From an optimization exercise on the open Yosys and OpenROAD flow, aimed at small area and a short achievable clock period; shortcuts taken in it are not production practice. Function was checked by simulation only, so behaviour that the tests miss may differ from the original. No activity file was given, so power comes from the tool's default toggle rates.

==> flow/run.sh <==
#!/bin/bash
# synth_recipe.tcl (not shown) runs the flow's synth.tcl, then flattens the netlist and writes it again
# the make line also repeats each setting of config.mk as NAME=value (left out here)
make -C /OpenROAD-flow-scripts/flow DESIGN_CONFIG=/design/flow/config.mk WORK_HOME=/design/flow/orfs CLKGATE_MAP_FILE= SYNTH_SCRIPT=/design/flow/synth_recipe.tcl finish
==> flow/config.mk <==
export PLATFORM = sky130hd
export DESIGN_NAME = wav_riff_header_parser
export DESIGN_NICKNAME = wav_riff_header_parser
export VERILOG_FILES = /design/flow/design.v
export SDC_FILE = /design/flow/constraint.sdc
export NUM_CORES = 4
export LEC_CHECK = 0
export CAP_MARGIN = 20
export CORE_MARGIN = 2
export CORE_UTILIZATION = 40
export SLEW_MARGIN = 20
==> flow/constraint.sdc <==
create_clock -name core_clock -period 6.5 [get_ports {aclk}]
set_input_delay 1.3000 -clock core_clock [delete_from_list [all_inputs] [get_ports {aclk}]]
set_output_delay 1.3000 -clock core_clock [all_outputs]
set_load 0.01 [all_outputs]
==> flow/design.v <==
package wavp_pkg;
    localparam logic [2:0] ST_PARSING    = 3'd0;
    localparam logic [2:0] ST_OK         = 3'd1;
    localparam logic [2:0] ST_NOT_WAVE   = 3'd2;
    localparam logic [2:0] ST_MISSING    = 3'd3;
    localparam logic [2:0] ST_BAD_FORMAT = 3'd4;
    localparam logic [2:0] ST_TRUNCATED  = 3'd5;
    localparam int OUT_BITS = 8 + 3 + 32;
    localparam int OUT_TDATA_W = ((OUT_BITS + 7) / 8) * 8;
endpackage
module wav_riff_header_parser (
    input  logic                             aclk,
    input  logic                             aresetn,
    input  logic                             s_axis_tvalid,
    output logic                             s_axis_tready,
    input  logic [7:0]                       s_axis_tdata,    
    input  logic                             s_axis_tlast,    
    output logic                             m_axis_tvalid,
    input  logic                             m_axis_tready,
    output logic [wavp_pkg::OUT_TDATA_W-1:0] m_axis_tdata,
    output logic                             m_axis_tuser     
);
    localparam logic [2:0] P_HDR  = 3'd0;
    localparam logic [2:0] P_CHDR = 3'd1;
    localparam logic [2:0] P_FMT  = 3'd2;
    localparam logic [2:0] P_DATA = 3'd3;
    localparam logic [2:0] P_SKIP = 3'd4;
    localparam logic [2:0] P_PAD  = 3'd5;
    localparam logic [2:0] P_DONE = 3'd6;
    localparam logic [2:0] P_ERR  = 3'd7;
    logic [2:0]  ph, ph_n;
    logic [5:0]  pos, pos_n, pos_inc;
    logic [31:0] cnt, cnt_n, cnt_dec;
    logic        odd, odd_n;       
    logic        flong, flong_n;   
    logic        hok, hok_n;       
    logic        mf, mf_n;         
    logic        md, md_n;         
    logic        fgood, fgood_n;   
    logic        sfmt, sfmt_n;
    logic        sdata, sdata_n;
    logic        m_valid_reg;
    logic        m_user_reg;
    logic [7:0]  m_byte_reg;
    logic [2:0]  m_stat_reg;
    logic [31:0] m_dlen_reg, dlen_n;
    logic        accept;
    logic        hdr_done;
    logic        chunk_end;
    logic        audio;
    logic [31:0] L;
    logic [7:0]  b;
    logic [7:0]  exp_hdr, exp_fmt;
    logic        fld;
    logic [2:0]  verdict;
    assign s_axis_tready = !m_valid_reg || m_axis_tready;
    assign accept        = s_axis_tvalid && s_axis_tready;
    assign b             = s_axis_tdata;
    assign pos_inc       = pos + 6'd1;
    assign cnt_dec       = cnt - 32'd1;
    assign L             = {b, cnt[31:8]};
    always_comb begin
        case ({pos[3], pos[1:0]})
            3'd0:    exp_hdr = 8'h52;   
            3'd1:    exp_hdr = 8'h49;   
            3'd2:    exp_hdr = 8'h46;   
            3'd3:    exp_hdr = 8'h46;   
            3'd4:    exp_hdr = 8'h57;   
            3'd5:    exp_hdr = 8'h41;   
            3'd6:    exp_hdr = 8'h56;   
            default: exp_hdr = 8'h45;   
        endcase
        fld = 1'b1;
        case (pos[3:0])
            4'd0:    exp_fmt = 8'h01;
            4'd2:    exp_fmt = 8'h02;
            4'd4:    exp_fmt = 8'h44;
            4'd5:    exp_fmt = 8'hAC;
            4'd14:   exp_fmt = 8'h10;
            4'd1, 4'd3, 4'd6, 4'd7, 4'd15: exp_fmt = 8'h00;
            default: begin
                exp_fmt = 8'h00;
                fld     = 1'b0;
            end
        endcase
    end
    always_comb begin
        ph_n      = ph;
        pos_n     = pos;
        cnt_n     = cnt;
        odd_n     = odd;
        flong_n   = flong;
        hok_n     = hok;
        mf_n      = mf;
        md_n      = md;
        fgood_n   = fgood;
        sfmt_n    = sfmt;
        sdata_n   = sdata;
        dlen_n    = sdata ? m_dlen_reg : 32'd0;
        hdr_done  = 1'b0;
        chunk_end = 1'b0;
        audio     = 1'b0;
        case (ph)
            P_HDR: begin
                if (!pos[2] && b != exp_hdr) begin
                    hok_n = 1'b0;
                end
                pos_n = pos_inc;
                if (pos[3] && pos[1:0] == 2'd3) begin
                    ph_n  = hok_n ? P_CHDR : P_ERR;
                    pos_n = '0;
                end
            end
            P_CHDR: begin
                if (!pos[2]) begin
                    case (pos[1:0])
                        2'd0: begin
                            mf_n = (b == 8'h66);
                            md_n = (b == 8'h64);
                        end
                        2'd1: begin
                            mf_n = mf && (b == 8'h6D);
                            md_n = md && (b == 8'h61);
                        end
                        2'd2: begin
                            mf_n = mf && (b == 8'h74);
                            md_n = md && (b == 8'h74);
                        end
                        default: begin
                            mf_n = mf && (b == 8'h20);
                            md_n = md && (b == 8'h61);
                        end
                    endcase
                end else begin
                    cnt_n = L;
                end
                pos_n = pos_inc;
                if (pos[2:0] == 3'd7) begin
                    hdr_done = 1'b1;
                end
            end
            P_FMT: begin
                if (flong && !pos[5] && !pos[4] && fld) begin
                    fgood_n = (fgood || pos[3:0] == 4'd0) && (b == exp_fmt);
                end
                if (flong && pos == 6'd15) begin
                    sfmt_n = 1'b1;
                end
                if (!(pos[5] && (pos[4] || pos[3]))) begin
                    pos_n = pos_inc;
                end
                cnt_n = cnt_dec;
                if (cnt == 32'd1) begin
                    chunk_end = 1'b1;
                end
            end
            P_DATA: begin
                audio = 1'b1;
                cnt_n = cnt_dec;
                if (cnt == 32'd1) begin
                    chunk_end = 1'b1;
                end
            end
            P_SKIP: begin
                cnt_n = cnt_dec;
                if (cnt == 32'd1) begin
                    chunk_end = 1'b1;
                end
            end
            P_PAD: begin
                ph_n  = P_CHDR;
                pos_n = '0;
            end
            default: ;
        endcase
        if (hdr_done) begin
            pos_n = '0;
            odd_n = L[0];
            if (mf) begin
                ph_n    = P_FMT;
                flong_n = |L[31:4];
            end else if (md && !sdata) begin
                sdata_n = 1'b1;
                dlen_n  = L;
                ph_n    = P_DATA;
            end else begin
                ph_n = P_SKIP;
            end
            if (L == 32'd0) begin
                chunk_end = 1'b1;
            end
        end
        if (chunk_end) begin
            if (sfmt_n && sdata_n) begin
                ph_n = P_DONE;
            end else if (odd_n) begin
                ph_n = P_PAD;
            end else begin
                ph_n = P_CHDR;
            end
            pos_n = '0;
        end
        if (ph_n == P_ERR) begin
            verdict = wavp_pkg::ST_NOT_WAVE;
        end else if (ph_n == P_HDR || ph_n == P_DATA) begin
            verdict = wavp_pkg::ST_TRUNCATED;
        end else if (ph_n == P_FMT && (!flong_n || !(pos_n[5] && (pos_n[4] || pos_n[3])))) begin
            verdict = wavp_pkg::ST_TRUNCATED;
        end else if (!sfmt_n || !sdata_n) begin
            verdict = wavp_pkg::ST_MISSING;
        end else if (!fgood_n) begin
            verdict = wavp_pkg::ST_BAD_FORMAT;
        end else begin
            verdict = wavp_pkg::ST_OK;
        end
    end
    always_ff @(posedge aclk) begin
        if (!aresetn || (accept && s_axis_tlast)) begin
            ph    <= P_HDR;
            pos   <= '0;
            hok   <= 1'b1;
            sfmt  <= 1'b0;
            sdata <= 1'b0;
        end else if (accept) begin
            ph    <= ph_n;
            pos   <= pos_n;
            hok   <= hok_n;
            sfmt  <= sfmt_n;
            sdata <= sdata_n;
        end
    end
    always_ff @(posedge aclk) begin
        if (accept) begin
            cnt   <= cnt_n;
            odd   <= odd_n;
            flong <= flong_n;
            mf    <= mf_n;
            md    <= md_n;
            fgood <= fgood_n;
        end
    end
    always_ff @(posedge aclk) begin
        if (!aresetn) begin
            m_valid_reg <= 1'b0;
        end else if (accept) begin
            m_valid_reg <= 1'b1;
        end else if (m_axis_tready) begin
            m_valid_reg <= 1'b0;
        end
    end
    always_ff @(posedge aclk) begin
        if (accept) begin
            m_user_reg <= audio;
            m_byte_reg <= audio ? b : 8'd0;
            m_stat_reg <= s_axis_tlast ? verdict : wavp_pkg::ST_PARSING;
            m_dlen_reg <= dlen_n;
        end
    end
    assign m_axis_tvalid = m_valid_reg;
    assign m_axis_tdata  = {{(wavp_pkg::OUT_TDATA_W - wavp_pkg::OUT_BITS){1'b0}},
                            m_dlen_reg, m_stat_reg, m_byte_reg};
    assign m_axis_tuser  = m_user_reg;
endmodule
==> results.txt <==
==> cell usage after synthesis, types with 3 or more instances <==
| master | instances |
|---|---|
| and2_1 | 9 |
| o21ai_0 | 48 |
| inv_1 | 14 |
| a22o_1 | 33 |
| nand3b_1 | 5 |
| edfxtp_1 | 81 |
| xnor2_1 | 26 |
| a21oi_1 | 21 |
| dfxtp_1 | 13 |
| and3_1 | 6 |
| nor4b_1 | 3 |
| o31ai_1 | 3 |
| nand2_1 | 60 |
| or3_1 | 6 |
| xor2_1 | 7 |
| nor4_2 | 3 |
| a31oi_1 | 3 |
| o21ai_1 | 4 |
| buf_4 | 5 |
| ha_1 | 7 |
| nor2_1 | 36 |
| nor4_1 | 7 |
| nand4_1 | 3 |
| nor3_1 | 15 |
| nand3_1 | 14 |
| nor3b_1 | 4 |
| clkbuf_1 | 31 |
| nand2b_1 | 4 |
| nor2b_1 | 12 |
==> cell usage in the layout (no fill, tap or decap), drive strengths merged, types with 5 or more instances in the layout <==
cell           netlist  layout
a21oi               21      21
a22o                34      34
and2                10      10
and3                 6       6
buf                  8       6
clkbuf              31      10
clkdlybuf4s50        0      58
conb                 1       5
dfxtp               13      13
edfxtp              81      81
ha                   7       7
inv                 14      16
nand2               61      61
nand3               14      14
nand3b               5       5
nor2                38      38
nor2b               12      12
nor3                17      17
nor3b                5       5
nor4                10      10
o21ai               54      54
or3                  7       7
xnor2               26      26
xor2                 7       7
==> worst min-delay path, stage by stage (launching register included) <==
cell and delay (ns):
dfxtp_1 0.33, a21oi_1 0.04, nor2_1 0.07
==> final cells by class <==
| class | instances | share of cell area, % |
|---|---|---|
| multi-input combinational | 393 | 39.2 |
| clock buffer | 10 | 3.60 |
| inverter | 15 | 0.886 |
| timing repair buffer | 64 | 9.85 |
| sequential | 94 | 42.4 |
| tap | 176 | 3.47 |
| clock inverter | 5 | 0.571 |
==> final timing paths <==
| check | startpoint | end | cells past startpoint |
|---|---|---|---|
| worst max register to register | ph[2] | m_stat_reg[1] | 9 |
| worst min-delay path | sfmt | sfmt | 2 |
| worst max-delay path | m_axis_tready | s_axis_tready | 3 |
| worst min register to register | sfmt | sfmt | 2 |
==> through the flow <==
stage / cell area (sq um) / utilization (%) / instances / power, uW
after detailed placement: 6090 / 46.1 / 742 / 781
after floorplan: 5400 / - / 541 / 736
after global placement: 6090 / 46.1 / 742 / 780
after global routing: 6350 / 48.2 / 757 / 1290
final: 6350 / 48.2 / 757 / 1250
after CTS: 6350 / 48.2 / 757 / 1260
==> cells by family (layout without fill, tap and decap cells) <==
group,after synthesis,after routing,synth area share [%]
XOR/XNOR,33,33,5.37
multiplexers,2,2,0.372
other,1,5,0.0697
flip-flops,94,94,50.0
buffers and inverters,54,94,4.16
AO/OA/AOI/OAI,137,137,17.0
AND/OR/NAND/NOR,209,209,21.4
adder cells (fa/ha/maj),7,7,1.63
==> metal layers <==
metal  share of wire [%]  global-route usage, %  vias to the layer above
li1                    -                      -                     2042
met1                  44                   23.8                     1999
met2                  51                   31.5                       96
met3                 4.7                   4.13                       13
met4                 1.1                   4.78                        0
met5                   0                      0                        -
==> power groups by stage <==
| stage | logic, uW | registers [uW] | clock network, uW |
|---|---|---|---|
| 2_1_floorplan | 41.9 | 694 | 0 |
| 3_3_place_gp | 90.8 | 689 | 0 |
| 3_5_place_dp | 91.8 | 689 | 0 |
| 4_1_cts | 91.9 | 676 | 493 |
| 5_1_grt | 100 | 678 | 512 |
| 6_report | 91.6 | 676 | 480 |
==> impl_metrics.yaml <==
pwr:
  pwr-share-seq_pct: 54.2
  power_frac_comb_pct: 7.3
  vdd_drop_max_mv: 0.106
  power_density_nw_per_um2: 196
  clkPwrFrac_pct: 38.5
  p_leak_uw: 0.00219
  swShare_pct: 22.4
  p_int_uw: 967
  switchingPower_uw: 280
place:
  gp_congestion: 0.828
  post-place-ws_ns: 2.46
  hpwlAfterDp_um: 8820
  io_buffers: 58
clock_tree:
  htreeDepth: 3
  cts.reportedPaths.clkPinSlew_ns: 0.06
  clock_path_buffers: 2
  cts_setup_buffers: 0
  ctsResizeCount: 0
  holdBufCountCts: 0
  clkLatencyLatePin_ns: 0.35
  cts_buffers: 9
  cts_tree: "done"
  numClockSinks: 94
  ctsRootBufferMaster: "clkbuf_16"
global_routing:
  grtUsageTotal_pct: 18.5
  grt_pass1_wl_um: 21000
  grt_max_degree: 66
  grt_overflow: 0
  antenna_found_initial: 0
  grt_pass1_vias: 4133
final_layout:
  ff_latch_area_sq_um: 2690
  fin_nets: 597
  multiInputGateArea_sq_um: 2490
  fill_cells: 1251
  n_antenna_cell: 0
  syn2layout_area_growth_pct: 18.0
  drive_gt1_share_pct: 7.40
yosys:
  syn_area_sq_um: 5380
  synth-async-reset-ratio_pct: 0
  synth_seq_cells: 94
  yosysTopAreaCell: "edfxtp_1"
  synth_edf_count: 81
  synthesis.instances: 537
  syn_area_per_cell_sq_um: 10.0
  yosysWarnings: 1
  synth.top_cell.area_share_pct: 45.2
  yosysSeqAreaShare_pct: 50.0
  synth_area_leaders: "edfxtp_1 45%, a22o_1 5.4%, dfxtp_1 4.8%"
  ys.flop_type: "edfxtp_1"
  synth_cell_types: 70
timing:
  maxSlewViolCount: 0
  rsz0062_at_grt: "false"
  setup_tns_ns: 0
  hold_viol_final: 0
  setup_viol: 0
  finalCriticalPeriod_ns: 3.72
  timing.hold.ws_ns: 0.474
  skew_ns: 0.0122
  fmax_mhz: 269
  finalWorstSetupSlack_ns: 2.78
  fin_crit_sh_pct: 57.2
  tightest_slew_ns: 1.05
  slew-limit-headroom_pct: 29.8
floorplan:
  initial_core_util_pct: 40.8
  coreArea_sq_um: 13200
  fp-row-count: 42
  die-area_sq_um: 14400
  die-width_um: 120
  die_h_um: 120
  io_pins: 64
setup_path:
  path_buf_inv: 2
  cpPeakStageDelay_ns: 0.55
  start_kind: "input port"
  crit_arrival_ns: 2.42
  path_max_fanout: 3
  critPathRequiredTime_ns: 5.20
  cp_top_family: "buffers and inverters"
  reg2reg_slack_ns: 3.37
  worstPathCellList: "clkdlybuf4s50_1 > nand2b_1 > clkdlybuf4s50_1"
  crit_slowest_cell: "clkdlybuf4s50_1"
  critPathKind: "input port to output pin"
  path_common_cell: "clkdlybuf4s50_1"
  critPathCaptureType: "output pin"
worst_hold_path:
  hold_path.class: "register to register"
drt:
  avgViaCountPerCell: 5.48
  wl_per_cell_um: 16.9
  drt_pass1_iterations: 4
  wl_um: 12800
  vias: 4150
  drc: 0
  antenna_left: 0
  drt-initial-drc-count: 268
job:
  max_cap_violations: 0
status:
  outcome: "finished clean"

## port drivers added, routing unchanged
In the flow no input, the clock included, has a driving cell. The finished layout below was timed again as built, in two steps.
Step 1 sets driving cells, clkbuf_16 on the clock port and buf_2 on the other inputs (assumed; they add their load-dependent delay and slew).
Step 2 adds t to the input delays and takes it off the output delays; t is the mean of the earliest and latest rising clock arrival at the registers after step 1. Input paths then give back, and output paths get back, about the clock's delay inside the block.
a / b / c = ideal ports / drivers / drivers and shift; a / b = the first two.
t, ns: 0.380
slack for setup (ns): 2.779 / 2.755 / 2.506
latest minus earliest clock arrival (ns): 0.012 / 0.012
worst slew at a driven data input, ns: 0.03
cell pins on the clock port's net: 1
After both steps this run still meets setup and hold. The setup slack of this run moves by -0.024 ns with the drivers and by -0.273 ns with both steps.
